What follows belongs to an exercise in optimizing a design on an open flow for small area; a production flow would make more cautious choices. Only simulation tests tie the RTL to the original design; equivalence was not proved. Power and IR drop assume default switching activity.

`flow/design.v`:
```
module write_back_regfile #(
   parameter int NREG  = 15,
   parameter int CNT_W = 20
) (
   input  logic        clk_i,
   input  logic        rst_n_i,
   input  logic        valid_i,
   input  logic [3:0]  icode_i,
   input  logic [2:0]  stat_i,
   input  logic        dmem_error_i,
   input  logic [63:0] valE_i,
   input  logic [63:0] valM_i,
   input  logic [3:0]  dstE_i,
   input  logic [3:0]  dstM_i,
   input  logic [3:0]  srcA_i,
   input  logic [3:0]  srcB_i,
   output logic [63:0] valA_o,
   output logic [63:0] valB_o,
   output logic [2:0]  stat_o,
   output logic        halted_o,
   output logic [63:0] retired_o
);
   logic [63:0]      regs_n_q [NREG];   
   logic [NREG-1:0]  wr_q;           
   logic [2:0]       stat_q;
   logic [CNT_W-1:0] retired_q;
   logic halted, aok, retire, fault;
   logic [NREG-1:0] weE, weM, we, rdA, rdB;
   logic unused_icode;
   assign unused_icode = ^icode_i;
   assign halted = (stat_q != 3'd1);
   assign aok    = !dmem_error_i && (stat_i == 3'd1);
   assign retire = valid_i && !halted && aok;
   assign fault  = valid_i && !halted && !aok;
   for (genvar r = 0; r < NREG; r++) begin : g_sel
      assign weM[r] = retire && (dstM_i == 4'(r));
      assign weE[r] = retire && (dstE_i == 4'(r)) && (dstM_i != 4'(r));
      assign we[r]  = weM[r] || weE[r];
      assign rdA[r] = wr_q[r] && (srcA_i == 4'(r));
      assign rdB[r] = wr_q[r] && (srcB_i == 4'(r));
   end
   for (genvar r = 0; r < NREG; r++) begin : g_reg
      always_ff @(posedge clk_i) begin
         regs_n_q[r] <= ~(({64{!we[r]}} & ~regs_n_q[r]) |
                          ({64{weE[r]}} & valE_i) |
                          ({64{weM[r]}} & valM_i));
      end
   end
   always_ff @(posedge clk_i or negedge rst_n_i) begin
      if (!rst_n_i) begin
         wr_q      <= '0;
         stat_q    <= 3'd1;
         retired_q <= '0;
      end else begin
         wr_q <= wr_q | we;
         if (retire) retired_q <= retired_q + 1'b1;
         if (fault) begin
            if (dmem_error_i) stat_q <= 3'd3;
            else if (stat_i == 3'd2 || stat_i == 3'd3) stat_q <= stat_i;
            else stat_q <= 3'd4;
         end
      end
   end
   always_comb begin
      valA_o = '0;
      valB_o = '0;
      for (int r = 0; r < NREG; r++) begin
         valA_o = valA_o | ({64{rdA[r]}} & ~regs_n_q[r]);
         valB_o = valB_o | ({64{rdB[r]}} & ~regs_n_q[r]);
      end
   end
   assign stat_o    = stat_q;
   assign halted_o  = halted;
   assign retired_o = {{(64-CNT_W){1'b0}}, retired_q};
endmodule
```
`flow/run.sh`:
```
#!/bin/bash
# synth_recipe.tcl (not shown) runs the flow's synth.tcl, then flattens the netlist and writes it again
# the make line also repeats each setting of config.mk as NAME=value (left out here)
make -C /OpenROAD-flow-scripts/flow DESIGN_CONFIG=/design/flow/config.mk WORK_HOME=/design/flow/orfs CLKGATE_MAP_FILE= SYNTH_SCRIPT=/design/flow/synth_recipe.tcl finish
```
`flow/config.mk`:
```
export PLATFORM = sky130hd
export DESIGN_NAME = write_back_regfile
export DESIGN_NICKNAME = write_back_regfile
export VERILOG_FILES = /design/flow/design.v
export SDC_FILE = /design/flow/constraint.sdc
export NUM_CORES = 8
export LEC_CHECK = 0
export CAP_MARGIN = 20
export CORE_MARGIN = 2
export CORE_UTILIZATION = 40
export SLEW_MARGIN = 20
```
`flow/constraint.sdc`:
```
create_clock -name core_clock -period 8.0 [get_ports {clk_i}]
set_input_delay 1.6000 -clock core_clock [delete_from_list [all_inputs] [get_ports {clk_i}]]
set_output_delay 1.6000 -clock core_clock [all_outputs]
set_load 0.01 [all_outputs]
```
==> results of run 1 <==
-- synth_stat cells (10+ instances only) --
master / instances
a221oi_1: 895
a22oi_1: 64
buf_1: 38
buf_2: 121
buf_4: 46
clkbuf_1: 478
dfrtp_1: 37
dfxtp_1: 960
nand2_1: 66
nand2b_1: 10
nand3_1: 60
nand3b_1: 18
nand4_1: 62
nand4b_1: 10
nor2_1: 1304
nor2b_1: 10
nor3_1: 23
nor3b_1: 10
nor4_1: 115
o2111ai_1: 10
o21a_1: 76
o22ai_1: 867
or2_2: 20
xnor2_1: 16
-- worst reg2reg max path, cell delays in order, from the launching register on --
cell and delay [ps]:
dfstp_2 550, nor4b_4 340, and2_0 800, buf_4 310, nand3b_1 250, nor2_4 1010
buf_12 470, a221oi_1 250
-- report_power, final --
part / switching, mW / leakage (nW) / internal [mW] / total [mW]
Clock: 2.31 / 1.84 / 3.06 / 5.37
Combinational: 0.287 / 10.2 / 0.125 / 0.412
Sequential: 0 / 8.25 / 4.97 / 4.97
Total: 2.59 / 20.3 / 8.16 / 10.8
-- logic make-up (layout without fill, tap and decap cells) --
| kind of cell | after synthesis | after routing | synth area share, % |
|---|---|---|---|
| AOI/OAI and AO/OA | 1941 | 1941 | 32.0 |
| and+or+nand+nor | 1758 | 1758 | 17.0 |
| DFF | 998 | 998 | 44.2 |
| buffers and inverters | 691 | 663 | 6.41 |
| xor gates and xnor gates | 19 | 19 | 0.365 |
| adders and majority gates | 1 | 1 | 0.0274 |
| other | 1 | 68 | 0.00822 |
| muxes | 1 | 1 | 0.0247 |
-- metal layers --
layer,vias up,wire (um)
met2,6018,103000
met5,-,232
li1,20906,-
met1,25645,90300
met4,25,21600
met3,1730,44800
-- sequential cells by signal, indices dropped and copies added, names as in the netlist --
signal	count
regs_n_q	960
wr_q	15
stat_q	3
retired_q	20
-- layout make-up --
| type | instances | area (sq um) |
|---|---|---|
| clock buffers | 160 | 3230 |
| clock inverters | 45 | 515 |
| fillers | 10739 | 59300 |
| repair buffers | 451 | 4460 |
| diodes | 24 | 60.1 |
| multi-input cells | 3764 | 23100 |
| flip-flops and latches | 998 | 20200 |
| well taps | 1500 | 1880 |
| inverters | 7 | 26.3 |
-- final timing paths --
kind,start,to,slack (ps),depth (start not counted)
worst max-delay path,srcB_i[2],valB_o[23],340,8
worst min-delay path,retired_q[19],retired_q[19],480,1
worst max register to register,stat_q[0],regs_n_q[5][37],3870,7
worst min register to register,retired_q[19],retired_q[19],480,1
max in group asynchronous,rst_n_i,stat_q[0],6680,2
min in group asynchronous,rst_n_i,retired_q[7],780,1
-- metrics by stage --
step	hold slack [ps]	worst slack, ps	instances	utilization, %
floorplan	454	3180	5453	-
global placement	468	804	6716	43.9
detailed placement	472	727	6718	44.0
CTS	482	706	6923	47.3
global route	512	478	6937	47.4
finish	479	338	6949	47.4
==> summary.txt, run 1 <==
status: finished clean
dominant cell type by area after synthesis: dfxtp_1
Hold Vio Cnt, Final: 0
H-tree depth: 3
CP dominant cell by count: clkdlybuf4s50_1
Skew-Pair Late Insertion Delay: 720 ps
share of layout cells above drive strength 1: 7.69%
Final Skew: 20.5 ps
VDD IR max: 0.178 mV
global-route wire length before repair: 362000 um
placer congestion estimate: 0.931
Total Wirelength: 260000 um
# clock sinks: 998
std cell rows: 123
CP peak stage delay: 1010 ps
worst slew pin tran: 1340 ps
DRC violations left: 0
worst-path cell chain: clkdlybuf4s50_1 > nor4b_1 > nand2_4 > buf_12 > o22ai_1 > nor2_1 > nand4_1 > clkdlybuf4s50_1
Die X: 342 um
CTS resizes: 0
Port Buffers: 302
TritonCTS buffer count: 109
Mean Syn Cell Area: 8.44 sq um
post-route cell area: 53500 sq um
Synth cell types: 61
Total GRT Usage: 42.1%
Final Max Slew Viols: 0
Worst setup EP type: output port
synth warn: 2
worst-path maximum fanout: 32
initial drt markers: 11.8k
GR met2 Demand/Resource: 58.9%
pwr/cell area: 201 nW/um^2
clock slew at reported path FFs: 60 ps
cell count after synthesis: 5410
HP Class: reg2reg
Starting Density: 40.5%
Area Overhead vs Synth: 17.1%
FF+latch count, synth: 998
prevailing post-synth register cell: dfxtp_1
max_slew headroom: 10.4%
M3 GR Usage: 16.2%
Post-DRT Antenna Nets: 0
post-route clock period utilization: 95.8%
setup TNS: 0 ps
Mapped Area: 45600 sq um
Initial DRT Pass Iterations: 13
DP HPWL: 133000 um
sequential share of the synthesized area: 44.2%
WP data required: 6400 ps
DR WL/cell: 37.4 um
RSZ-0062 raised after global routing: false
most frequent cells in the layout: nor2_1 (1297), dfxtp_1 (960), a221oi_1 (895)
Ports: 351
Lkg Pwr: 20.3 nW
Design Power: 10.8 mW
Critical-path top delay cell: clkdlybuf4s50_1
Final min period: 7660 ps
maximum number of pins on one net before global-route repair: 56
global route overflow: 0
WP buf/inv: 3
GR Layer Usage met1: 53.2%
CTS tree: yes
Setup CP Type: in2out
via count: 54.3k
CP startpoint kind: primary input
global routing's busiest layer: met2
maximum root-to-sink buffer count: 3
Post-synth EDFFs: 0
clk root buf: clkbuf_16
initial antenna violation count: 27
Die Y: 342 um
Placement Cell Area: 49600 sq um
Hold Buf Count CTS: 0
max-cap violations: 0
maximum clock rate: 131 MHz
setup violators final: 0
core area: 113000 sq um
buffer count from post-CTS setup fixing: 0
final net count: 5487
delay-heaviest family, CP: buffers and inverters
commonest non-fill, non-tap cell in the layout: nor2_1
share of flip-flops with an asynchronous set or reset: 3.81%
die area: 117000 sq um
vias in the first global route: 49.7k
Worst Path Arrival: 6060 ps
dominant cells by area after synthesis: dfxtp_1 (42%), a221oi_1 (17%), o22ai_1 (12%)
Synth top area share: 42.1%
vias per cell: 7.82
==> run 2, diff against run 1 <==
--- a/flow/config.mk
+++ b/flow/config.mk
@@ -5,7 +5,8 @@
 export SDC_FILE = /design/flow/constraint.sdc
 export NUM_CORES = 8
 export LEC_CHECK = 0
-export CAP_MARGIN = 20
+export CAP_MARGIN = 0
 export CORE_MARGIN = 2
-export CORE_UTILIZATION = 40
-export SLEW_MARGIN = 20
+export CORE_UTILIZATION = 55
+export CTS_BUF_LIST = sky130_fd_sc_hd__clkbuf_4 sky130_fd_sc_hd__clkbuf_8
+export SLEW_MARGIN = 0
==> summary.txt, run 2 <==
HP Class: reg2reg
synth warn: 2
worst slew pin tran: 1380 ps
post-route clock period utilization: 90.6%
FF+latch count, synth: 998
WP data required: 6400 ps
commonest cells in the netlist: nor2_1 (1304), dfxtp_1 (960), a221oi_1 (895)
commonest non-fill, non-tap cell in the layout: nor2_1
core area: 82100 sq um
VDD IR max: 0.167 mV
pwr/cell area: 199 nW/um^2
status: finished clean
max reg flops: 960
Port Buffers: 302
Skew-Pair Late Insertion Delay: 870 ps
Final Max Slew Viols: 0
Area Overhead vs Synth: 15.6%
top sig layer: met5
vias in the first global route: 50.8k
Hold Buf Count CTS: 0
H-tree depth: 4
Total GRT Usage: 56.1%
Synth cell types: 61
Design Power: 10.5 mW
WL met1: 83700 um
Lkg Pwr: 20.4 nW
dominant cells by area after synthesis: dfxtp_1 (42%), a221oi_1 (17%), o22ai_1 (12%)
Largest Register: regs_n_q
sequential share of the synthesized area: 44.2%
global-route wire length before repair: 354000 um
CP dominant cell by count: clkdlybuf4s50_1
prevailing post-synth register cell: dfxtp_1
Worst setup EP type: output port
# clock sinks: 998
vias per cell: 8.33
final net count: 5550
largest family of logic cells by synthesized area: compound AO/OA/AOI/OAI gates
RSZ-0062 raised after global routing: false
worst-path cell chain: clkdlybuf4s50_1 > nor2b_1 > nand3_4 > buf_4 > o22ai_1 > nor4_1 > nand2_1 > clkdlybuf4s50_1
cell count after synthesis: 5410
die area: 85300 sq um
max-cap violations: 0
simple-gate share of the synthesized area: 17.0%
DR WL/cell: 37.9 um
share of flip-flops with an asynchronous set or reset: 3.81%
Die X: 292 um
CP startpoint kind: primary input
xor-xnor portion of the synthesized cell area: 0.365%
Hold Vio Cnt, Final: 0
Final min period: 7250 ps
Worst Path Arrival: 5650 ps
Initial DRT Pass Iterations: 17
fin util: 64.2%
Starting Density: 55.6%
maximum root-to-sink buffer count: 3
setup violators final: 0
most common cell in the synthesized netlist: nor2_1
global route overflow: 0
initial antenna violation count: 22
CTS resizes: 0
buffer count from post-CTS setup fixing: 0
initial drt markers: 13.0k
Post-DRT Antenna Nets: 0
Post-synth EDFFs: 0
Critical-path top delay cell: nand3_4
Total Wirelength: 251000 um
DP HPWL: 125000 um
Die Y: 292 um
CTS tree: yes
post-synthesis compound-gate area fraction: 32.0%
DRC violations left: 0
share of layout cells above drive strength 1: 9.84%
via count: 55.1k
largest registers: regs_n_q (960), retired_q (20), wr_q (15)
CP peak stage delay: 980 ps
most frequent cells in the layout: nor2_1 (1297), dfxtp_1 (960), a221oi_1 (895)
Mean Syn Cell Area: 8.44 sq um
placer congestion estimate: 0.943
maximum number of pins on one net before global-route repair: 61
Ports: 351
dominant cell type by area after synthesis: dfxtp_1
maximum clock rate: 138 MHz
WL met3: 47700 um
std cell rows: 105
Setup CP Type: in2out
setup TNS: 0 ps
max_slew headroom: 7.96%
clk root buf: clkbuf_8
Final Skew: 34.8 ps
Synth Area in Adders: 0.0274%
Mapped Area: 45600 sq um
clock slew at reported path FFs: 70 ps
Synth top area share: 42.1%
mux cell area share after synthesis: 0.0247%
DR WL met2: 95200 um
worst-path maximum fanout: 34
TritonCTS buffer count: 169
[run 2: cell count changes in the layout (fill, tap and decap cells not counted), moves of 8 or more]
cell	delta
buf_4	+14
buf_12	-8
clkbuf_1	-22
clkbuf_8	+194
clkbuf_16	-111
clkbuf_4	+59
[run 2: area by class of cell]
cell class / instances / area (sq um)
timing repair buffer: 454 / 4330
clock buffer: 280 / 3480
inverter: 7 / 26.3
clock inverter: 27 / 238
sequential: 998 / 20200
antenna: 18 / 45.0
fill: 7132 / 29400
multi-input combinational: 3764 / 23100
tap: 1070 / 1340
[run 2: layer usage]
layer	vias to the layer above	global-route usage [%]
li1	21040	-
met1	25530	70.2
met2	6489	75.8
met3	2019	24.6
met4	18	40.6
met5	-	2.50
[run 2: path summary, 6_finish.rpt]
path / startpoint / slack [ps] / end / depth (start not counted)
worst max register to register: stat_q[0] / 4130 / regs_n_q[4][20] / 8
worst min-delay path: retired_q[7] / 490 / retired_q[7] / 1
min in group asynchronous: rst_n_i / 930 / stat_q[2] / 1
worst max-delay path: srcA_i[2] / 750 / valA_o[29] / 8
max in group asynchronous: rst_n_i / 6350 / wr_q[6] / 1
worst min register to register: retired_q[7] / 490 / retired_q[7] / 1
[run 2: power by group]
group          internal [mW]  total, mW  leakage [nW]  switching, mW
Sequential              4.97       4.97          8.25              0
Combinational          0.124      0.407          10.2          0.282
Clock                   2.84       5.11          1.99           2.27
Total                   7.94       10.5          20.4           2.55
[run 2: per-stage QoR]
| stage | hold WS [ps] | cell area, sq um | cells | worst slack [ps] |
|---|---|---|---|---|
| 2_1_floorplan | 454 | 45800 | 5453 | 3180 |
| 3_3_place_gp | 467 | 49000 | 6293 | 1130 |
| 6_report | 486 | 52800 | 6618 | 755 |
| 3_5_place_dp | 466 | 49000 | 6293 | 1120 |
| 4_1_cts | 486 | 52700 | 6600 | 1100 |
| 5_1_grt | 506 | 52700 | 6609 | 876 |
[run 2: cell families (layout without fill, tap and decap cells)]
group,after synthesis,count (layout)
buffers and inverters,691,768
multiplexers,1,1
XOR/XNOR,19,19
other,1,62
adder cells (fa/ha/maj),1,1
AND/OR/NAND/NOR,1758,1758
AO/OA/AOI/OAI,1941,1941
flip-flops,998,998
[run 2: critical path: cells and delay by family]
| family | cells | cell delay, ps |
|---|---|---|
| and+or+nand+nor | 4 | 1960 |
| buffers and inverters | 3 | 1910 |
| AOI/OAI and AO/OA | 1 | 140 |
==> run 3, diff against run 2 <==
==> flow/flow/run.sh (new file) <==
#!/bin/bash
# Standard layout with smaller port buffers and a clock tree without dummy loads.
set -euo pipefail
export BUFFER_PORTS_ARGS="-buffer_cell sky130_fd_sc_hd__buf_1"
export CTS_ARGS="-sink_clustering_enable -repair_clock_nets -dont_use_dummy_load -buf_list {sky130_fd_sc_hd__clkbuf_4 sky130_fd_sc_hd__clkbuf_8}"
bash standard.sh > make_finish.log 2>&1
==> flow/standard.sh (new file) <==
#!/bin/bash
# synth_recipe.tcl (not shown) runs the flow's synth.tcl, then flattens the netlist and writes it again
# the make line also repeats each setting of config.mk as NAME=value (left out here)
make -C /OpenROAD-flow-scripts/flow DESIGN_CONFIG=/design/flow/config.mk WORK_HOME=/design/flow/orfs CLKGATE_MAP_FILE= SYNTH_SCRIPT=/design/flow/synth_recipe.tcl "${@:-finish}"
removed: flow/run.sh
==> summary.txt, run 3 <==
WP buf/inv: 3
synth warn: 2
Mapped Area: 45600 sq um
Worst setup EP type: output port
cell count after synthesis: 5410
Final min period: 6800 ps
# clock sinks: 998
HP Class: reg2reg
Die X: 292 um
Hold Vio Cnt, Final: 0
Lkg Pwr: 18.7 nW
Worst Path Arrival: 5200 ps
DP HPWL: 121000 um
std cell rows: 105
Final Skew: 42.0 ps
CP peak stage delay: 1010 ps
final net count: 5527
prevailing post-synth register cell: dfxtp_1
Mean Syn Cell Area: 8.44 sq um
Ports: 351
Starting Density: 55.6%
fill cell count: 7469
Initial DRT Pass Iterations: 12
Post-DRT Antenna Nets: 0
commonest cells in the netlist: nor2_1 (1304), dfxtp_1 (960), a221oi_1 (895)
max_slew headroom: 9.38%
worst-path maximum fanout: 36
CTS resizes: 0
Critical-path top delay cell: nand3_4
largest registers: regs_n_q (960), retired_q (20), wr_q (15)
maximum root-to-sink buffer count: 3
Final Max Slew Viols: 0
die area: 85300 sq um
most common cell in the synthesized netlist: nor2_1
WP data required: 6400 ps
placer congestion estimate: 0.943
Synth cell types: 61
initial antenna violation count: 31
post-route clock period utilization: 85.0%
Total GRT Usage: 55.9%
VDD IR max: 0.152 mV
RSZ-0062 raised after global routing: false
CP dominant cell by count: buf_1
FF+latch count, synth: 998
worst slew pin tran: 1360 ps
DR WL/cell: 38.8 um
vias per cell: 8.39
clock slew at reported path FFs: 50 ps
core area: 82100 sq um
global-route wire length before repair: 351000 um
buffer count from post-CTS setup fixing: 0
CTS tree: yes
Hold Buf Count CTS: 0
max-cap violations: 0
Largest Register: regs_n_q
worst-path cell chain: buf_1 > nor2b_1 > nand3_4 > buf_12 > o22ai_1 > nor4_1 > nand2_1 > buf_1
via count: 54.3k
pwr/cell area: 186 nW/um^2
setup violators final: 0
Total Wirelength: 251000 um
H-tree depth: 4
initial drt markers: 11.9k
DRC violations left: 0
max reg flops: 960
Synth top area share: 42.1%
Setup CP Type: in2out
maximum clock rate: 147 MHz
maximum number of pins on one net before global-route repair: 62
delay-heaviest family, CP: simple AND/OR/NAND/NOR gates
Non-Filler Instances: 6466
Die Y: 292 um
dominant cells by area after synthesis: dfxtp_1 (42%), a221oi_1 (17%), o22ai_1 (12%)
Cells after DPL: 6273
setup TNS: 0 ps
dominant cell type by area after synthesis: dfxtp_1
share of layout cells above drive strength 1: 7.13%
CP startpoint kind: primary input
Post-synth EDFFs: 0
vias in the first global route: 49.8k
commonest non-fill, non-tap cell in the layout: nor2_1
most frequent cells in the layout: nor2_1 (1297), dfxtp_1 (960), a221oi_1 (895)
status: finished clean
sequential share of the synthesized area: 44.2%
clk root buf: clkbuf_8
TritonCTS buffer count: 166
global route overflow: 0
Skew-Pair Late Insertion Delay: 860 ps
Port Buffers: 302
share of flip-flops with an asynchronous set or reset: 3.81%
Area Overhead vs Synth: 7.78%
-- run 3: cell counts after synthesis --
Identical to the previous run, type by type.
-- run 3: through the flow --
step | hold WS [ps] | setup WS, ps | cell area (sq um) | total power [mW] | util, %
after CTS | 485 | 1490 | 49100 | 9.04 | 59.8
final | 486 | 1200 | 49200 | 9.13 | 59.9
after global routing | 509 | 1310 | 49200 | 9.26 | 59.9
after floorplan | 454 | 3180 | 45800 | 5.26 | -
after global placement | 465 | 1530 | 46800 | 5.39 | 57.0
after detailed placement | 470 | 1500 | 46800 | 5.39 | 57.0
-- run 3: layout make-up --
| type | count | area, sq um | area share, % |
|---|---|---|---|
| diodes | 27 | 67.6 | 0.137 |
| clock buffers | 166 | 2280 | 4.64 |
| inverters | 7 | 26.3 | 0.0534 |
| multi-input cells | 3764 | 23100 | 47.0 |
| flip-flops and latches | 998 | 20200 | 41.0 |
| well taps | 1070 | 1340 | 2.72 |
| repair buffers | 434 | 2190 | 4.45 |
-- run 3: kinds of logic (layout without fill, tap and decap cells) --
group | count (synthesis) | in the layout | synth area share, %
compound gates | 1941 | 1941 | 32.0
xor+xnor | 19 | 19 | 0.365
fa+ha+maj | 1 | 1 | 0.0274
buf+inv | 691 | 607 | 6.41
flops | 998 | 998 | 44.2
mux | 1 | 1 | 0.0247
other cells | 1 | 71 | 0.00822
simple gates | 1758 | 1758 | 17.0
-- run 3: routing by layer --
metal / up-vias / GRT usage (%) / wire [um]
met5: - / 0.340 / 177
met4: 22 / 41.0 / 24000
met3: 1964 / 24.6 / 46100
met2: 6150 / 76.2 / 96100
met1: 25249 / 69.2 / 84400
li1: 20867 / - / -
-- run 3: worst register-to-register path, cell delays in order (launching register included) --
cell	delay (ps)
dfstp_2	560
nor4b_4	360
nand2_1	210
buf_4	320
or3_1	550
nor2_4	640
buf_4	1100
a221oi_1	210
-- run 3: worst paths after layout --
kind | startpoint | endpoint | slack [ps] | cells past startpoint
setup / recovery | srcA_i[3] | valA_o[21] | 1200 | 8
hold / removal | retired_q[19] | retired_q[19] | 490 | 1
setup reg to reg | stat_q[0] | regs_n_q[12][0] | 3830 | 7
hold reg to reg | retired_q[19] | retired_q[19] | 490 | 1
max in group asynchronous | rst_n_i | wr_q[5] | 6690 | 2
min in group asynchronous | rst_n_i | retired_q[18] | 830 | 2
-- run 3: power by group --
group	total (mW)	internal, mW	switching, mW	leakage [nW]
logic	0.329	0.0541	0.275	9.30
clock network	3.83	1.82	2.01	1.19
registers	4.98	4.98	0	8.25
==> run 4, diff against run 3 <==
==> flow/flow/run.sh (replaced) <==
#!/bin/bash
# Standard layout with smaller port buffers and a clock tree without dummy loads.
set -euo pipefail
export BUFFER_PORTS_ARGS="-buffer_cell sky130_fd_sc_hd__buf_1"
export REMOVE_ABC_BUFFERS=1
export CTS_ARGS="-sink_clustering_enable -repair_clock_nets -dont_use_dummy_load -sink_clustering_size 25 -sink_clustering_max_diameter 70 -buf_list {sky130_fd_sc_hd__clkbuf_8 sky130_fd_sc_hd__clkbuf_16}"
bash standard.sh > make_finish.log 2>&1
--- a/flow/config.mk
+++ b/flow/config.mk
@@ -8,5 +8,5 @@
 export CAP_MARGIN = 0
 export CORE_MARGIN = 2
 export CORE_UTILIZATION = 55
-export CTS_BUF_LIST = sky130_fd_sc_hd__clkbuf_4 sky130_fd_sc_hd__clkbuf_8
+export GPL_TIMING_DRIVEN = 0
 export SLEW_MARGIN = 0
==> summary.txt, run 4 <==
status: finished clean
DP HPWL: 154000 um
Total GRT Usage: 55.5%
share of layout cells above drive strength 1: 7.98%
TritonCTS buffer count: 55
Hold Vio Cnt, Final: 0
maximum clock rate: 147 MHz
WL met1: 83100 um
FF+latch count, synth: 998
Post-synth EDFFs: 0
Design Power: 8.28 mW
sequential share of the synthesized area: 44.2%
prevailing post-synth register cell: dfxtp_1
Hold EP: retired_q[19]
commonest non-fill, non-tap cell in the layout: nor2_1
DR WL/cell: 38.4 um
top sig layer: met5
worst slew pin tran: 1310 ps
dominant cells by area after synthesis: dfxtp_1 (42%), a221oi_1 (17%), o22ai_1 (12%)
fill cell count: 6956
setup TNS: 0 ps
core area: 82100 sq um
Post-DRT Antenna Nets: 0
setup violators final: 0
synth warn: 2
hold path depth: 1
Synth top area share: 42.1%
commonest cells in the netlist: nor2_1 (1304), dfxtp_1 (960), a221oi_1 (895)
R2R Path Start: stat_q[0]
cell count after synthesis: 5410
Placement Cell Area: 51100 sq um
CP startpoint kind: primary input
Largest Register: regs_n_q
vias per cell: 8.39
clock slew at reported path FFs: 80 ps
dominant cell type by area after synthesis: dfxtp_1
setup slack, reg-to-reg: 3700 ps
buffer count from post-CTS setup fixing: 0
Hold Buf Count CTS: 0
die area: 85300 sq um
# clock sinks: 998
Total Wirelength: 250000 um
Starting Density: 55.6%
clk root buf: clkbuf_16
Final Max Slew Viols: 0
post-route clock period utilization: 85.0%
hold path startpoint: retired_q[19]
placer congestion estimate: 0.864
register area: 20200 sq um
Die X: 292 um
pwr/cell area: 158 nW/um^2
global route overflow: 0
global-route wire length before repair: 350000 um
CTS resizes: 0
r2r endpoint: regs_n_q[5][19]
Worst setup EP type: output port
DR WL met2: 97600 um
maximum number of pins on one net before global-route repair: 44
Mean Syn Cell Area: 8.44 sq um
share of flip-flops with an asynchronous set or reset: 3.81%
H-tree depth: 2
max-cap violations: 0
WP data required: 6400 ps
Area Overhead vs Synth: 15.2%
Reg2Reg Depth: 7
Lkg Pwr: 20.1 nW
largest registers: regs_n_q (960), retired_q (20), wr_q (15)
DRC violations left: 0
Synth cell types: 61
max reg flops: 960
Final min period: 6800 ps
max_slew headroom: 12.6%
Skew-Pair Late Insertion Delay: 730 ps
initial drt markers: 12.3k
initial antenna violation count: 28
post-route cell area: 52600 sq um
Port Buffers: 302
VDD IR max: 0.177 mV
hold slack: 474 ps
multi-input logic area: 23100 sq um
vias in the first global route: 50.2k
Die Y: 292 um
most frequent cells in the layout: nor2_1 (1297), dfxtp_1 (960), a221oi_1 (895)
WL met3: 45700 um
most common cell in the synthesized netlist: nor2_1
maximum root-to-sink buffer count: 3
Mapped Area: 45600 sq um
std cell rows: 105
HP Class: reg2reg
CTS tree: yes
Setup CP Type: in2out
worst-path maximum fanout: 17
via count: 54.6k
Final Skew: 73.1 ps
Initial DRT Pass Iterations: 13
Worst Path Arrival: 5200 ps
Ports: 351
RSZ-0062 raised after global routing: false
final net count: 5574
[run 4: cell counts after synthesis]
No cell type changed its count.
[run 4: worst max path at each step]
| stage | from | to | slack, ps | depth (start not counted) |
|---|---|---|---|---|
| finish | srcB_i[3] | valB_o[29] | 1200 | 11 |
| global route | srcB_i[3] | valB_o[29] | 1280 | 11 |
| CTS | srcB_i[3] | valB_o[29] | 1470 | 11 |
| detailed placement | srcB_i[3] | valB_o[29] | 1460 | 11 |
| global placement | dmem_error_i | regs_n_q[9][58] | -11470 | 5 |
| floorplan | dmem_error_i | regs_n_q[9][11] | -240 | 4 |
[run 4: worst max-delay path, cell delays in order]
cell and delay, ps:
buf_1 680, nor2b_1 610, nand4_1 710, buf_8 440, buf_8 190, buf_16 180
buf_8 170, o22ai_1 130, nor2_1 50, nand4_1 80, buf_1 320
[run 4: cell families (layout without fill, tap and decap cells)]
group                      after synthesis  after routing  synth area share [%]
AOI/OAI and AO/OA                     1941           1941                  32.0
and+or+nand+nor                       1758           1758                  17.0
DFF                                    998            998                  44.2
buffers and inverters                  691            654                  6.41
xor gates and xnor gates                19             19                 0.365
adders and majority gates                1              1                0.0274
other                                    1             69               0.00822
muxes                                    1              1                0.0247
[run 4: area by class of cell]
class / count / share of cell area (%)
multi-input combinational: 3764 / 44.0
clock buffer: 55 / 2.62
timing repair buffer: 592 / 12.3
inverter: 7 / 0.0500
antenna: 25 / 0.119
tap: 1070 / 2.55
sequential: 998 / 38.4
[run 4: stage by stage]
stage	setup WS, ps	utilization [%]	instances
floorplan	-236	-	4769
global placement	-11470	55.3	6141
detailed placement	1460	62.3	6431
CTS	1470	64.0	6486
global route	1280	64.0	6501
finish	1200	64.0	6511
[run 4: metal layers]
| metal | vias to the layer above | GRT usage, % |
|---|---|---|
| met5 | - | 1.53 |
| met4 | 6 | 40.4 |
| met3 | 1896 | 23.1 |
| met2 | 6376 | 76.8 |
| met1 | 25331 | 68.8 |
| li1 | 20989 | - |
[run 4: power breakdown]
group | leakage [nW] | internal (mW) | switching (mW)
registers | 8.25 | 4.97 | 0
clock network | 0.678 | 1.22 | 1.76
logic | 11.1 | 0.0562 | 0.277
total | 20.1 | 6.24 | 2.04
==> run 5, diff against run 4 <==
==> flow/flow/run.sh (replaced) <==
#!/bin/bash
# Own layout flow: the standard ORFS flow with
#  - ABC mapping the combinational logic for area (flow/area.abc),
#  - buf_1 port buffers,
#  - a clock tree of larger sink clusters without dummy loads.
set -euo pipefail
W=$PWD
F=$W/flow
mkdir -p $W/own
# ORFS synth.tcl with only the abc call changed to use area.abc.
sed 's|^  log_cmd abc {\*}\$abc_args$|  log_cmd abc -script $::env(OWN_ABC_SCRIPT) {*}[lrange $abc_args 2 end]|' \
  $FLOW_HOME/scripts/synth.tcl > $W/own/synth.tcl
grep -q 'OWN_ABC_SCRIPT' $W/own/synth.tcl
export OWN_SYNTH_TCL=$W/own/synth.tcl
export OWN_ABC_SCRIPT=$F/area.abc
sed "s|SYNTH_SCRIPT=[^ ]*|SYNTH_SCRIPT=$F/synth_wrap.tcl|" standard.sh > $W/own/standard.sh
grep -q "SYNTH_SCRIPT=$F/synth_wrap.tcl" $W/own/standard.sh
export BUFFER_PORTS_ARGS="-buffer_cell sky130_fd_sc_hd__buf_1"
export CTS_ARGS="-sink_clustering_enable -repair_clock_nets -dont_use_dummy_load -sink_clustering_size 25 -sink_clustering_max_diameter 70 -buf_list {sky130_fd_sc_hd__clkbuf_8 sky130_fd_sc_hd__clkbuf_16}"
bash $W/own/standard.sh > $W/make_finish.log 2>&1
==> flow/flow/area.abc (new file) <==
strash
dch -p
map -a
==> flow/flow/synth_wrap.tcl (new file) <==
# synth_recipe.tcl with an area-only ABC mapping: the same ORFS synthesis
# (fsm and share skipped, flattened, function nets renamed), but ABC maps the
# combinational logic with area.abc instead of the speed script.
proc synth {args} { yosys synth -nofsm -noshare {*}$args }
source $::env(OWN_SYNTH_TCL)
# left out here: clear keep_hierarchy, flatten, clean up, hide names made inside functions, write 1_2_yosys.v
--- a/flow/config.mk
+++ b/flow/config.mk
@@ -5,8 +5,7 @@
 export SDC_FILE = /design/flow/constraint.sdc
 export NUM_CORES = 8
 export LEC_CHECK = 0
-export CAP_MARGIN = 0
+export CAP_MARGIN = 20
 export CORE_MARGIN = 2
 export CORE_UTILIZATION = 55
-export GPL_TIMING_DRIVEN = 0
-export SLEW_MARGIN = 0
+export SLEW_MARGIN = 20
==> summary.txt, run 5 <==
share of layout cells above drive strength 1: 4.79%
Die X: 281 um
CTS resizes: 0
initial drt markers: 10.6k
sequential share of the synthesized area: 47.7%
commonest cells in the netlist: nor2_1 (1107), dfxtp_1 (960), a221oi_1 (958)
TritonCTS buffer count: 53
synth warn: 2
via count: 51.3k
CP startpoint kind: primary input
global-route wire length before repair: 308000 um
Worst Path Arrival: 4930 ps
Hold Buf Count CTS: 0
initial antenna violation count: 28
pwr/cell area: 171 nW/um^2
vias in the first global route: 46.4k
Hold EP: stat_q[0]
vias per cell: 8.25
Skew-Pair Late Insertion Delay: 700 ps
final net count: 5313
clock slew at reported path FFs: 70 ps
dominant cell type by area after synthesis: dfxtp_1
cell count after synthesis: 4701
R2R Path Start: stat_q[0]
buffer count from post-CTS setup fixing: 0
hold path depth: 2
die area: 79100 sq um
fin util: 62.3%
Largest Register: regs_n_q
global route overflow: 0
status: finished clean
DR WL/cell: 34.7 um
post-route clock period utilization: 81.6%
DP Worst Slack: 1820 ps
most frequent cells in the layout: nor2_1 (1093), dfxtp_1 (960), a221oi_1 (958)
max reg flops: 960
fill cell count: 6797
post-route cell area: 47400 sq um
Non-Filler Instances: 6217
DRC violations left: 0
WP data required: 6400 ps
maximum clock rate: 153 MHz
Final Max Slew Viols: 0
largest registers: regs_n_q (960), retired_q (20), wr_q (15)
# clock sinks: 998
Setup CP Type: in2out
Post-synth EDFFs: 0
Port Buffers: 302
RSZ-0062 raised after global routing: false
Synth top area share: 45.4%
Reg2Reg Depth: 13
Mean Syn Cell Area: 9.00 sq um
H-tree depth: 2
most common cell in the synthesized netlist: nor2_1
Total GRT Usage: 52.0%
setup violators final: 0
Initial DRT Pass Iterations: 8
maximum number of pins on one net before global-route repair: 66
placer congestion estimate: 0.887
Mapped Area: 42300 sq um
Ports: 351
maximum root-to-sink buffer count: 3
final worst slack: 1470 ps
Worst setup EP type: output port
worst-path maximum fanout: 35
Die Y: 281 um
Area Overhead vs Synth: 12.1%
CTS tree: yes
share of flip-flops with an asynchronous set or reset: 3.81%
std cell rows: 101
Hold Vio Cnt, Final: 0
r2r endpoint: regs_n_q[5][10]
Post-DRT Antenna Nets: 0
Cells after DPL: 6131
DP HPWL: 106000 um
FF+latch count, synth: 998
Starting Density: 55.6%
Total Wirelength: 216000 um
dominant cells by area after synthesis: dfxtp_1 (45%), a221oi_1 (20%), o22ai_1 (13%)
worst slew pin tran: 1360 ps
Synth cell types: 26
prevailing post-synth register cell: dfxtp_1
Final Skew: 61.6 ps
VDD IR max: 0.187 mV
HP Class: reg2reg
clk root buf: clkbuf_16
max_slew headroom: 9.46%
core area: 76100 sq um
Lkg Pwr: 17.8 nW
hold path startpoint: stat_q[0]
commonest non-fill, non-tap cell in the layout: nor2_1
Final min period: 6530 ps
max-cap violations: 0
Placement Cell Area: 46000 sq um
setup slack, reg-to-reg: 3210 ps
Design Power: 8.10 mW
-- run 5: layout make-up --
cell class	count	area, sq um	share of cell area (%)
multi-input combinational	3616	22300	46.9
sequential	998	20200	42.5
timing repair buffer	402	1940	4.10
clock buffer	53	1330	2.80
tap	1030	1290	2.72
inverter	86	348	0.734
antenna	32	80.1	0.169
-- run 5: logic make-up (layout without fill, tap and decap cells) --
group	after synthesis	count (layout)	synth area share (%)
AOI/OAI and AO/OA	1887	1887	33.6
xor gates and xnor gates	13	13	0.269
adders and majority gates	1	1	0.0296
buffers and inverters	130	541	1.54
DFF	998	998	47.7
other	1	76	0.00887
and+or+nand+nor	1671	1671	16.9
-- run 5: layer usage --
layer  GRT usage [%]  vias up  share of wire [%]
met4            35.5       14                8.1
met2            71.8     5414                 40
met1            65.9    23986                 34
met3            20.9     1414                 18
met5            1.38        -              0.084
li1                -    20440                  -
-- run 5: worst max-delay path, stage by stage --
cell and delay, ps:
buf_1 120, clkinv_1 100, nor2_1 640, nand3_4 890, buf_4 680, o22ai_1 250
nor4_1 80, nand2_1 230, buf_1 210
-- run 5: per-stage QoR --
stage | TNS [ps] | hold WS (ps)
2_1_floorplan | -14070 | 454
3_3_place_gp | 0 | 448
3_5_place_dp | 0 | 451
4_1_cts | 0 | 462
5_1_grt | 0 | 489
6_report | 0 | 455
-- run 5: worst max-delay path by stage --
stage                       from         endpoint  slack (ps)  cells past startpoint
floorplan           dmem_error_i  regs_n_q[10][0]        -220                      6
global route           srcA_i[1]       valA_o[41]        1560                      9
detailed placement     srcA_i[2]       valA_o[16]        1820                      9
finish                 srcB_i[0]       valB_o[38]        1470                      9
CTS                    srcA_i[2]       valA_o[16]        1820                      9
global placement       srcB_i[2]       valB_o[53]        1820                      9
-- run 5: where the power goes --
part / leakage, nW / switching, mW / internal [mW] / total, mW
combinational: 8.97 / 0.215 / 0.0269 / 0.242
clock: 0.653 / 1.71 / 1.18 / 2.89
sequential: 8.20 / 0 / 4.97 / 4.97
==> run 6, diff against run 5 <==
--- a/flow/design.v
+++ b/flow/design.v
@@ -32,18 +32,32 @@
    assign aok    = !dmem_error_i && (stat_i == 3'd1);
    assign retire = valid_i && !halted && aok;
    assign fault  = valid_i && !halted && !aok;
+   function automatic logic [3:0] dec2(input logic [1:0] a);
+      dec2 = 4'b0001 << a;
+   endfunction
+   logic [3:0] dEl, dEh, dMl, dMh, sAl, sAh, sBl, sBh;
+   assign dEl = dec2(dstE_i[1:0]);
+   assign dEh = dec2(dstE_i[3:2]) & {4{retire}};
+   assign dMl = dec2(dstM_i[1:0]);
+   assign dMh = dec2(dstM_i[3:2]) & {4{retire}};
+   assign sAl = dec2(srcA_i[1:0]);
+   assign sAh = dec2(srcA_i[3:2]);
+   assign sBl = dec2(srcB_i[1:0]);
+   assign sBh = dec2(srcB_i[3:2]);
    for (genvar r = 0; r < NREG; r++) begin : g_sel
-      assign weM[r] = retire && (dstM_i == 4'(r));
-      assign weE[r] = retire && (dstE_i == 4'(r)) && (dstM_i != 4'(r));
+      assign weM[r] = dMh[r/4] && dMl[r%4];
+      assign weE[r] = dEh[r/4] && dEl[r%4] && !weM[r];
       assign we[r]  = weM[r] || weE[r];
-      assign rdA[r] = wr_q[r] && (srcA_i == 4'(r));
-      assign rdB[r] = wr_q[r] && (srcB_i == 4'(r));
+      assign rdA[r] = wr_q[r] && sAh[r/4] && sAl[r%4];
+      assign rdB[r] = wr_q[r] && sBh[r/4] && sBl[r%4];
    end
+   logic [63:0] valM_n;
+   assign valM_n = ~valM_i;
    for (genvar r = 0; r < NREG; r++) begin : g_reg
+      logic [63:0] keep_m;
+      assign keep_m = ~((valM_n | {64{!weM[r]}}) & (regs_n_q[r] | {64{we[r]}}));
       always_ff @(posedge clk_i) begin
-         regs_n_q[r] <= ~(({64{!we[r]}} & ~regs_n_q[r]) |
-                          ({64{weE[r]}} & valE_i) |
-                          ({64{weM[r]}} & valM_i));
+         regs_n_q[r] <= ~(({64{weE[r]}} & valE_i) | keep_m);
       end
    end
    always_ff @(posedge clk_i or negedge rst_n_i) begin
--- a/flow/flow/run.sh
+++ b/flow/flow/run.sh
@@ -1,6 +1,7 @@
 #!/bin/bash
 # Own layout flow: the standard ORFS flow with
-#  - ABC mapping the combinational logic for area (flow/area.abc),
+#  - ABC mapping the combinational logic for area (flow/area.abc), then
+#    a peephole rewrite of the register-file write cells (flow/peephole.py),
 #  - buf_1 port buffers,
 #  - a clock tree of larger sink clusters without dummy loads.
 set -euo pipefail
@@ -13,6 +14,7 @@
 grep -q 'OWN_ABC_SCRIPT' $W/own/synth.tcl
 export OWN_SYNTH_TCL=$W/own/synth.tcl
 export OWN_ABC_SCRIPT=$F/area.abc
+export OWN_PEEPHOLE=$F/peephole.py
 sed "s|SYNTH_SCRIPT=[^ ]*|SYNTH_SCRIPT=$F/synth_wrap.tcl|" standard.sh > $W/own/standard.sh
 grep -q "SYNTH_SCRIPT=$F/synth_wrap.tcl" $W/own/standard.sh
 export BUFFER_PORTS_ARGS="-buffer_cell sky130_fd_sc_hd__buf_1"
==> flow/flow/peephole.py (new file) <==
#!/usr/bin/env python3
"""Area peephole on the synthesized netlist (sky130hd), run after synthesis.

Each register-file bit is mapped by ABC as
    D = a221oi(M, sM, E, sE, nor2(Q, hn))   = ~(M&sM | E&sE | ~Q&~hn)
with M, E the valM_i/valE_i bits. The same function is
    D = a21oi(E, sE, o22ai(~M, ~sM, Q, hn))
which is 11.26 um2 instead of 12.51 um2 per bit; ~M is shared by the 15
registers of a bit and ~sM by the 64 bits of a register. Only that exact
pattern is rewritten; everything else, the flip-flops included, is kept.

usage: peephole.py NETLIST   (rewrites it in place)
"""
import re
import sys

CELL = re.compile(r'^  (sky130_fd_sc_hd__\w+) (\S+)\s+\((.*?)\n  \);\n', re.S | re.M)
PIN = re.compile(r'\.(\w+)\(([^()]*(?:\([^()]*\))?[^()]*)\)')
OUTS = ('X', 'Y', 'Q', 'Q_N', 'HI', 'LO')


def main(path):
    text = open(path).read()
    cells = []
    for m in CELL.finditer(text):
        pins = {k: v.strip() for k, v in PIN.findall(m.group(3))}
        cells.append({'type': m.group(1), 'name': m.group(2), 'pins': pins,
                      'span': m.span()})
    driver = {}
    loads = {}
    for c in cells:
        for k, v in c['pins'].items():
            if k in OUTS:
                driver[v] = c
            else:
                loads.setdefault(v, []).append(c)

    def short(c):
        return c['type'].replace('sky130_fd_sc_hd__', '')

    remove = set()
    new_cells = []
    new_wires = []
    inv_of = {}
    count = [0]

    def inverted(net):
        if net not in inv_of:
            w = f'pp_n{len(inv_of)}'
            new_wires.append(w)
            new_cells.append(('sky130_fd_sc_hd__inv_1', f'pp_inv{len(inv_of)}',
                              [('A', net), ('Y', w)]))
            inv_of[net] = w
        return inv_of[net]

    data_m = re.compile(r'^valM_i\[\d+\]$')
    data_e = re.compile(r'^valE_i\[\d+\]$')
    for c in cells:
        if short(c) != 'a221oi_1':
            continue
        p = c['pins']
        y = p['Y']
        # the a221oi must feed exactly one flip-flop D, whose Q goes back
        # through a private nor2 into C1
        ld = loads.get(y, [])
        if len(ld) != 1 or not short(ld[0]).startswith('dfxtp') or ld[0]['pins'].get('D') != y:
            continue
        q = ld[0]['pins']['Q']
        n2 = driver.get(p['C1'])
        if n2 is None or short(n2) != 'nor2_1' or len(loads.get(p['C1'], [])) != 1:
            continue
        if q == n2['pins']['A']:
            hn = n2['pins']['B']
        elif q == n2['pins']['B']:
            hn = n2['pins']['A']
        else:
            continue
        pairs = [(p['A1'], p['A2']), (p['B1'], p['B2'])]
        pm = pe = None
        for a, b in pairs:
            if data_m.match(a):
                pm = (a, b)
            elif data_m.match(b):
                pm = (b, a)
            elif data_e.match(a):
                pe = (a, b)
            elif data_e.match(b):
                pe = (b, a)
        if pm is None or pe is None:
            continue
        m, sm = pm
        e, se = pe
        t = f'pp_t{count[0]}'
        new_wires.append(t)
        new_cells.append(('sky130_fd_sc_hd__o22ai_1', f'pp_o{count[0]}',
                          [('A1', inverted(m)), ('A2', inverted(sm)),
                           ('B1', q), ('B2', hn), ('Y', t)]))
        new_cells.append(('sky130_fd_sc_hd__a21oi_1', f'pp_a{count[0]}',
                          [('A1', e), ('A2', se), ('B1', t), ('Y', y)]))
        remove.add(c['name'])
        remove.add(n2['name'])
        count[0] += 1

    out = []
    pos = 0
    for c in cells:
        if c['name'] in remove:
            s, e = c['span']
            out.append(text[pos:s])
            pos = e
    out.append(text[pos:])
    text = ''.join(out)
    decl = ''.join(f'  wire {w};\n' for w in new_wires)
    inst = ''.join(
        f'  {t} {n} (\n' + ',\n'.join(f'    .{k}({v}{" " if v.startswith(chr(92)) else ""})' for k, v in pins) + '\n  );\n'
        for t, n, pins in new_cells)
    i = text.index('\n  sky130_fd_sc_hd__')
    text = text[:i + 1] + decl + text[i + 1:]
    j = text.rindex('endmodule')
    text = text[:j] + inst + text[j:]
    open(path, 'w').write(text)
    print(f'peephole: rewrote {count[0]} register bits, {len(inv_of)} inverters')


if __name__ == '__main__':
    main(sys.argv[1])
--- a/flow/flow/synth_wrap.tcl
+++ b/flow/flow/synth_wrap.tcl
@@ -4,3 +4,5 @@
 proc synth {args} { yosys synth -nofsm -noshare {*}$args }
 source $::env(OWN_SYNTH_TCL)
 # left out here: clear keep_hierarchy, flatten, clean up, hide names made inside functions, write 1_2_yosys.v
+# Rewrite the register-file write cells to a smaller equivalent (peephole.py).
+exec python3 $::env(OWN_PEEPHOLE) $::env(RESULTS_DIR)/1_2_yosys.v >@ stdout 2>@ stderr
==> summary.txt, run 6 <==
status: finished clean
CTS resizes: 0
post-route clock period utilization: 81.5%
Setup CP Type: in2out
Final Max Slew Viols: 0
max reg flops: 960
CP peak stage delay: 1020 ps
Design Power: 8.11 mW
Final Skew: 46.2 ps
setup violators final: 0
Total Wirelength: 218000 um
Mapped Area: 41100 sq um
Port Buffers: 302
DR WL/cell: 35.3 um
max_slew headroom: 9.95%
share of layout cells above drive strength 1: 4.74%
Hold Vio Cnt, Final: 0
Largest Register: regs_n_q
r2r endpoint: regs_n_q[4][53]
WP data required: 6400 ps
Final min period: 6520 ps
Worst setup EP type: output port
DP Worst Slack: 1800 ps
crit path to: valA_o[60]
Ports: 351
Skew-Pair Late Insertion Delay: 690 ps
pwr/cell area: 176 nW/um^2
Worst Path Arrival: 4920 ps
setup slack, reg-to-reg: 3340 ps
Mean Syn Cell Area: 8.68 sq um
fill cell count: 6701
clock slew at reported path FFs: 60 ps
largest registers: regs_n_q (960), retired_q (20), wr_q (15)
global-route wire length before repair: 310000 um
Non-Filler Instances: 6177
DRC violations left: 0
Initial DRT Pass Iterations: 14
worst-path maximum fanout: 45
commonest non-fill, non-tap cell in the layout: o22ai_1
Die X: 277 um
TritonCTS buffer count: 54
core area: 74200 sq um
buffer count from post-CTS setup fixing: 0
setup TNS: 0 ps
synth warn: 2
VDD IR max: 0.171 mV
crit path launch: srcA_i[1]
RSZ-0062 raised after global routing: false
Post-DRT Antenna Nets: 0
final worst slack: 1480 ps
hold path depth: 2
Critical-path top delay cell: nand3_4
std cell rows: 100
R2R Path Start: stat_q[0]
placer congestion estimate: 0.907
worst-path cell chain: buf_1 > clkinv_1 > nor2_1 > nand3_4 > buf_4 > o22ai_1 > nor4_1 > nand2_1 > buf_1
Reg2Reg Depth: 11
initial drt markers: 11.4k
initial antenna violation count: 18
via count: 51.0k
final net count: 5352
worst slew pin tran: 1350 ps
Hold Buf Count CTS: 0
clk root buf: clkbuf_16
HP Class: reg2reg
CTS tree: yes
maximum root-to-sink buffer count: 3
DP HPWL: 109000 um
vias per cell: 8.26
vias in the first global route: 47.3k
Total GRT Usage: 53.4%
CP dominant cell by count: buf_1
maximum number of pins on one net before global-route repair: 66
Cells after DPL: 6105
Starting Density: 55.4%
H-tree depth: 2
# clock sinks: 998
Lkg Pwr: 18.2 nW
maximum clock rate: 153 MHz
die area: 77000 sq um
global route overflow: 0
CP startpoint kind: primary input
cell count after synthesis: 4742
most frequent cells in the layout: o22ai_1 (1856), a21oi_1 (976), dfxtp_1 (960)
Area Overhead vs Synth: 12.1%
Die Y: 277 um
max-cap violations: 0
-- run 6: stage by stage --
step / hold slack (ps) / utilization (%) / instance area (sq um)
final: 464 / 62.2 / 46100
after global routing: 497 / 62.1 / 46100
after CTS: 462 / 62.0 / 46000
after detailed placement: 450 / 60.2 / 44600
after global placement: 443 / 60.1 / 44600
after floorplan: 454 / - / 41300
-- run 6: per-layer routing --
layer	share of wire, %	wire length, um	GRT usage, %
met2	39	85700	74.1
met5	0.13	290	0.938
met1	34	74100	66.9
met3	18	39600	21.8
met4	8.5	18500	37.5
-- run 6: report_power, final --
part | leakage (nW) | switching [mW] | total (mW) | internal, mW
sequential | 8.19 | 0 | 4.97 | 4.97
clock | 0.666 | 1.71 | 2.91 | 1.20
combinational | 9.32 | 0.213 | 0.242 | 0.0287
-- run 6: how the worst min path moves through the flow --
stage	from	endpoint	slack, ps
6_report	stat_q[0]	stat_q[0]	460
5_1_grt	stat_q[0]	stat_q[0]	500
4_1_cts	stat_q[0]	stat_q[0]	460
3_5_place_dp	stat_q[0]	stat_q[0]	450
3_3_place_gp	stat_q[0]	stat_q[0]	440
2_1_floorplan	stat_q[0]	stat_q[0]	450
-- run 6: layout make-up --
| cell class | instances | area, sq um | area share, % |
|---|---|---|---|
| repair buffers | 399 | 1960 | 4.24 |
| inverters | 141 | 607 | 1.32 |
| flip-flops and latches | 998 | 20200 | 43.7 |
| diodes | 14 | 35.0 | 0.0760 |
| clock buffers | 54 | 1350 | 2.93 |
| well taps | 969 | 1210 | 2.63 |
| multi-input cells | 3602 | 20800 | 45.1 |
-- run 6: critical path, delay by kind of cell --
kind | cells | cell delay (ps)
simple gates | 4 | 1990
compound gates | 1 | 250
buf+inv | 4 | 1040
==> run 7, diff against run 6 <==
--- a/flow/flow/run.sh
+++ b/flow/flow/run.sh
@@ -3,6 +3,8 @@
 #  - ABC mapping the combinational logic for area (flow/area.abc), then
 #    a peephole rewrite of the register-file write cells (flow/peephole.py),
 #  - buf_1 port buffers,
+#  - one buf_6 per high-fanout select net, placed with the design
+#    (flow/prebuf_gp.tcl, flow/prebuf_unlock.tcl),
 #  - a clock tree of larger sink clusters without dummy loads.
 set -euo pipefail
 W=$PWD
@@ -17,6 +19,8 @@
 export OWN_PEEPHOLE=$F/peephole.py
 sed "s|SYNTH_SCRIPT=[^ ]*|SYNTH_SCRIPT=$F/synth_wrap.tcl|" standard.sh > $W/own/standard.sh
 grep -q "SYNTH_SCRIPT=$F/synth_wrap.tcl" $W/own/standard.sh
+export PRE_GLOBAL_PLACE_TCL=$F/prebuf_gp.tcl
+export PRE_RESIZE_TCL=$F/prebuf_unlock.tcl
 export BUFFER_PORTS_ARGS="-buffer_cell sky130_fd_sc_hd__buf_1"
 export CTS_ARGS="-sink_clustering_enable -repair_clock_nets -dont_use_dummy_load -sink_clustering_size 25 -sink_clustering_max_diameter 70 -buf_list {sky130_fd_sc_hd__clkbuf_8 sky130_fd_sc_hd__clkbuf_16}"
 bash $W/own/standard.sh > $W/make_finish.log 2>&1
--- a/flow/flow/peephole.py
+++ b/flow/flow/peephole.py
@@ -6,8 +6,11 @@
 with M, E the valM_i/valE_i bits. The same function is
     D = a21oi(E, sE, o22ai(~M, ~sM, Q, hn))
 which is 11.26 um2 instead of 12.51 um2 per bit; ~M is shared by the 15
-registers of a bit and ~sM by the 64 bits of a register. Only that exact
-pattern is rewritten; everything else, the flip-flops included, is kept.
+registers of a bit and ~sM by the 64 bits of a register. Each read-port output
+    nand2(nor4(p1..p4), nor4(nor2(a, b), p5, p6, p7))
+becomes o211ai(a, b, nor4(p1..p4), nor3(p5, p6, p7)), 1.25 um2 smaller.
+Only these exact patterns are rewritten; everything else, the flip-flops
+included, is kept.
 
 usage: peephole.py NETLIST   (rewrites it in place)
 """
@@ -101,6 +104,42 @@
         remove.add(n2['name'])
         count[0] += 1
 
+    # Read ports: nand2(nor4(p1..p4), nor4(nor2(a, b), p5, p6, p7))
+    #   = o211ai(a, b, nor4(p1..p4), nor3(p5, p6, p7)), 1.25 um2 smaller.
+    nread = 0
+    for c in cells:
+        if short(c) != 'nand2_1' or c['name'] in remove:
+            continue
+        ins = [c['pins']['A'], c['pins']['B']]
+        drv = [driver.get(n) for n in ins]
+        if any(d is None or short(d) != 'nor4_1' or d['name'] in remove
+               or len(loads.get(n, [])) != 1 for d, n in zip(drv, ins)):
+            continue
+        done = False
+        for k in (0, 1):
+            big, other = drv[k], drv[1 - k]
+            bp = big['pins']
+            for pin in ('A', 'B', 'C', 'D'):
+                n2 = driver.get(bp[pin])
+                if (n2 is None or short(n2) != 'nor2_1' or n2['name'] in remove
+                        or len(loads.get(bp[pin], [])) != 1):
+                    continue
+                rest = [bp[x] for x in ('A', 'B', 'C', 'D') if x != pin]
+                w = f'pp_r{nread}'
+                new_wires.append(w)
+                new_cells.append(('sky130_fd_sc_hd__nor3_1', f'pp_rn{nread}',
+                                  [('A', rest[0]), ('B', rest[1]), ('C', rest[2]), ('Y', w)]))
+                new_cells.append(('sky130_fd_sc_hd__o211ai_1', f'pp_ro{nread}',
+                                  [('A1', n2['pins']['A']), ('A2', n2['pins']['B']),
+                                   ('B1', c['pins'][('A', 'B')[1 - k]]), ('C1', w),
+                                   ('Y', c['pins']['Y'])]))
+                remove.update((c['name'], big['name'], n2['name']))
+                nread += 1
+                done = True
+                break
+            if done:
+                break
+
     out = []
     pos = 0
     for c in cells:
@@ -119,7 +158,8 @@
     j = text.rindex('endmodule')
     text = text[:j] + inst + text[j:]
     open(path, 'w').write(text)
-    print(f'peephole: rewrote {count[0]} register bits, {len(inv_of)} inverters')
+    print(f'peephole: rewrote {count[0]} register bits, {len(inv_of)} inverters, '
+          f'{nread} read-port outputs')
 
 
 if __name__ == '__main__':
==> flow/flow/prebuf_gp.tcl (new file) <==
# Before global placement: give each high-fanout signal net (the register
# file's select lines) one buf_6, and keep it and its net out of the
# timing-driven placer's buffer removal and repair, so that the select lines
# are not rebuilt as large buffer trees. prebuf_unlock.tcl releases them
# before the resizer's own repair.
set prebuf_block [ord::get_db_block]
set prebuf_dbu [$prebuf_block getDbUnitsPerMicron]
set prebuf_nets {}
foreach net [$prebuf_block getNets] {
  if {[$net getSigType] != "SIGNAL"} continue
  if {[llength [$net getBTerms]] > 0} continue
  set loads {}
  set drivers 0
  foreach it [$net getITerms] {
    if {[$it isOutputSignal]} { incr drivers } else { lappend loads $it }
  }
  if {$drivers != 1 || [llength $loads] < 20} continue
  set is_clk 0
  foreach it $loads {
    if {[[$it getMTerm] getSigType] == "CLOCK"} { set is_clk 1; break }
  }
  if {$is_clk} continue
  lappend prebuf_nets $net
}
set prebuf_insts {}
foreach net $prebuf_nets {
  set sx 0.0; set sy 0.0; set n 0
  foreach it [$net getITerms] {
    if {[$it isOutputSignal]} continue
    set loc [[$it getInst] getLocation]
    set sx [expr {$sx + [lindex $loc 0]}]; set sy [expr {$sy + [lindex $loc 1]}]; incr n
  }
  set x [expr {$sx / $n / $prebuf_dbu}]
  set y [expr {$sy / $n / $prebuf_dbu}]
  lappend prebuf_insts [insert_buffer -buffer_cell sky130_fd_sc_hd__buf_6 \
    -net [$net getName] -location [list $x $y] -buffer_name prebuf]
}
foreach sta_inst $prebuf_insts {
  set inst [[ord::get_db_block] findInst [get_full_name $sta_inst]]
  set_dont_touch [get_cells [$inst getName]]
  foreach it [$inst getITerms] {
    set n [$it getNet]
    if {$n != "NULL" && [$n getSigType] == "SIGNAL"} { set_dont_touch [get_nets [$n getName]] }
  }
}
puts "prebuf: buffered [llength $prebuf_insts] high-fanout nets"
==> flow/flow/prebuf_unlock.tcl (new file) <==
# Release the buffers and nets that prebuf_gp.tcl kept from the placer's
# repair, so that repair_design may resize or extend them.
set prebuf_n 0
foreach inst [[ord::get_db_block] getInsts] {
  if {![string match prebuf* [$inst getName]]} continue
  if {![string match sky130_fd_sc_hd__buf_* [[$inst getMaster] getName]]} continue
  unset_dont_touch [get_cells [$inst getName]]
  foreach it [$inst getITerms] {
    set n [$it getNet]
    if {$n != "NULL" && [$n getSigType] == "SIGNAL"} { unset_dont_touch [get_nets [$n getName]] }
  }
  incr prebuf_n
}
puts "prebuf: released $prebuf_n buffers"
==> summary.txt, run 7 <==
initial drt markers: 11.2k
Cells after DPL: 5960
maximum root-to-sink buffer count: 3
setup violators final: 0
Ports: 351
HP Class: reg2reg
Starting Density: 55.3%
setup slack, reg-to-reg: 4100 ps
hold path startpoint: stat_q[0]
share of layout cells above drive strength 1: 2.95%
std cell rows: 100
Die X: 277 um
Worst Path Arrival: 4090 ps
buffer count from post-CTS setup fixing: 0
R2R Path Start: stat_q[0]
max reg flops: 960
Largest Register: regs_n_q
synth warn: 2
global route overflow: 0
core area: 74100 sq um
max-cap violations: 0
Mean Syn Cell Area: 8.88 sq um
commonest non-fill, non-tap cell in the layout: o22ai_1
Setup CP Type: in2out
Post-DRT Antenna Nets: 0
CTS tree: yes
Total GRT Usage: 52.5%
Initial DRT Pass Iterations: 14
Hold Buf Count CTS: 0
Die Y: 277 um
maximum number of pins on one net before global-route repair: 66
Reg2Reg Depth: 12
Area Overhead vs Synth: 10.7%
global-route wire length before repair: 303000 um
status: finished clean
die area: 76700 sq um
Port Buffers: 302
DP HPWL: 84700 um
WP data required: 6400 ps
via count: 50.4k
Final min period: 5690 ps
worst-path maximum fanout: 64
clk root buf: clkbuf_16
Hold Vio Cnt, Final: 0
TritonCTS buffer count: 53
most frequent cells in the layout: o22ai_1 (1856), a21oi_1 (976), dfxtp_1 (960)
Worst setup EP type: output port
setup TNS: 0 ps
Lkg Pwr: 16.8 nW
CTS resizes: 0
Final Max Slew Viols: 0
H-tree depth: 2
VDD IR max: 0.187 mV
cell count after synthesis: 4614
fin util: 61.2%
clock slew at reported path FFs: 90 ps
CP startpoint kind: primary input
maximum clock rate: 176 MHz
Non-Filler Instances: 6024
Final Skew: 39.4 ps
worst slew pin tran: 1190 ps
r2r endpoint: regs_n_q[5][21]
pwr/cell area: 178 nW/um^2
DR WL/cell: 35.7 um
Mapped Area: 41000 sq um
post-route clock period utilization: 71.2%
final net count: 5202
Skew-Pair Late Insertion Delay: 670 ps
vias per cell: 8.36
vias in the first global route: 45.6k
RSZ-0062 raised after global routing: false
DRC violations left: 0
placer congestion estimate: 0.844
hold path depth: 2
initial antenna violation count: 13
Hold EP: stat_q[0]
max_slew headroom: 20.4%
# clock sinks: 998
largest registers: regs_n_q (960), retired_q (20), wr_q (15)
Total Wirelength: 215000 um
[run 7: cell type report]
cell class / count / area, sq um
timing repair buffer: 378 / 1990
inverter: 141 / 529
clock buffer: 53 / 1330
antenna: 11 / 27.5
fill: 6736 / 28700
tap: 969 / 1210
sequential: 998 / 20200
multi-input combinational: 3474 / 20100
[run 7: how the worst max path moves through the flow]
stage	start	end	slack, ps	cells past startpoint
after floorplan	dmem_error_i	wr_q[12]	1310	6
after global placement	srcA_i[0]	valA_o[52]	2680	8
after detailed placement	srcB_i[0]	valB_o[52]	2660	8
after CTS	srcB_i[0]	valB_o[52]	2660	8
after global routing	srcB_i[0]	valB_o[37]	2360	8
final	srcB_i[0]	valB_o[37]	2310	8
[run 7: worst max-delay path: stages]
cell	delay (ps)
buf_1	130
nor2_1	120
nand3_1	120
buf_6	800
o22ai_1	150
nor4_1	720
o211ai_1	240
buf_1	180
[run 7: power breakdown]
part           internal, mW  switching (mW)  leakage, nW
registers              4.97               0         8.19
clock network          1.18            1.71        0.653
logic                0.0268           0.200         7.93
[run 7: through the flow]
step           total power [mW]  worst slack [ps]  area (sq um)  hold slack (ps)
6_report                   8.08              2310         45400              454
5_1_grt                    8.21              2360         45400              484
4_1_cts                    8.01              2660         45300              454
3_5_place_dp               5.30              2660         44000              441
3_3_place_gp               5.30              2680         44000              443
2_1_floorplan              5.17              1310         41100              454
[run 7: routing by layer]
metal	GRT usage, %	share of wire [%]	up-vias
li1	-	-	20182
met1	66.2	34	22989
met2	72.1	39	5602
met3	21.9	18	1584
met4	36.6	8.5	6
met5	1.06	0.056	-

==> what the ideal ports hide <==
How much do the figures lean on ideal ports? The routed layouts below were timed once more, with nothing changed but the port constraints. Step 1 assumes that a clkbuf_16 drives the clock port and a buf_2 every other input. Step 2 adds t to the input delays and takes it off the output delays; t is the mean of the earliest and latest rising clock arrival at the registers after step 1. Input paths then give back, and output paths get back, about the clock's delay inside the block. a / b / c = ideal / step 1 / step 2; a / b = the first two.
run | t (ns) | slack for setup (ns) | clock arrival spread, ns
run 1 | 0.801 | 0.338 / 0.201 / 0.201 | 0.037 / 0.037
run 2 | 0.935 | 0.755 / 0.604 / 0.604 | 0.050 / 0.051
run 3 | 0.922 | 1.204 / 1.074 / 1.074 | 0.065 / 0.066
run 4 | 0.766 | 1.202 / 1.176 / 1.176 | 0.073 / 0.073
run 5 | 0.739 | 1.470 / 1.399 / 1.399 | 0.061 / 0.062
run 6 | 0.732 | 1.483 / 1.433 / 1.433 | 0.056 / 0.055
run 7 | 0.734 | 2.306 / 2.257 / 2.257 | 0.061 / 0.060
After both steps every run listed still meets setup and hold. For run 2, which loses most, drivers alone change the setup slack by -0.151 ns; drivers and shift together by -0.151 ns.
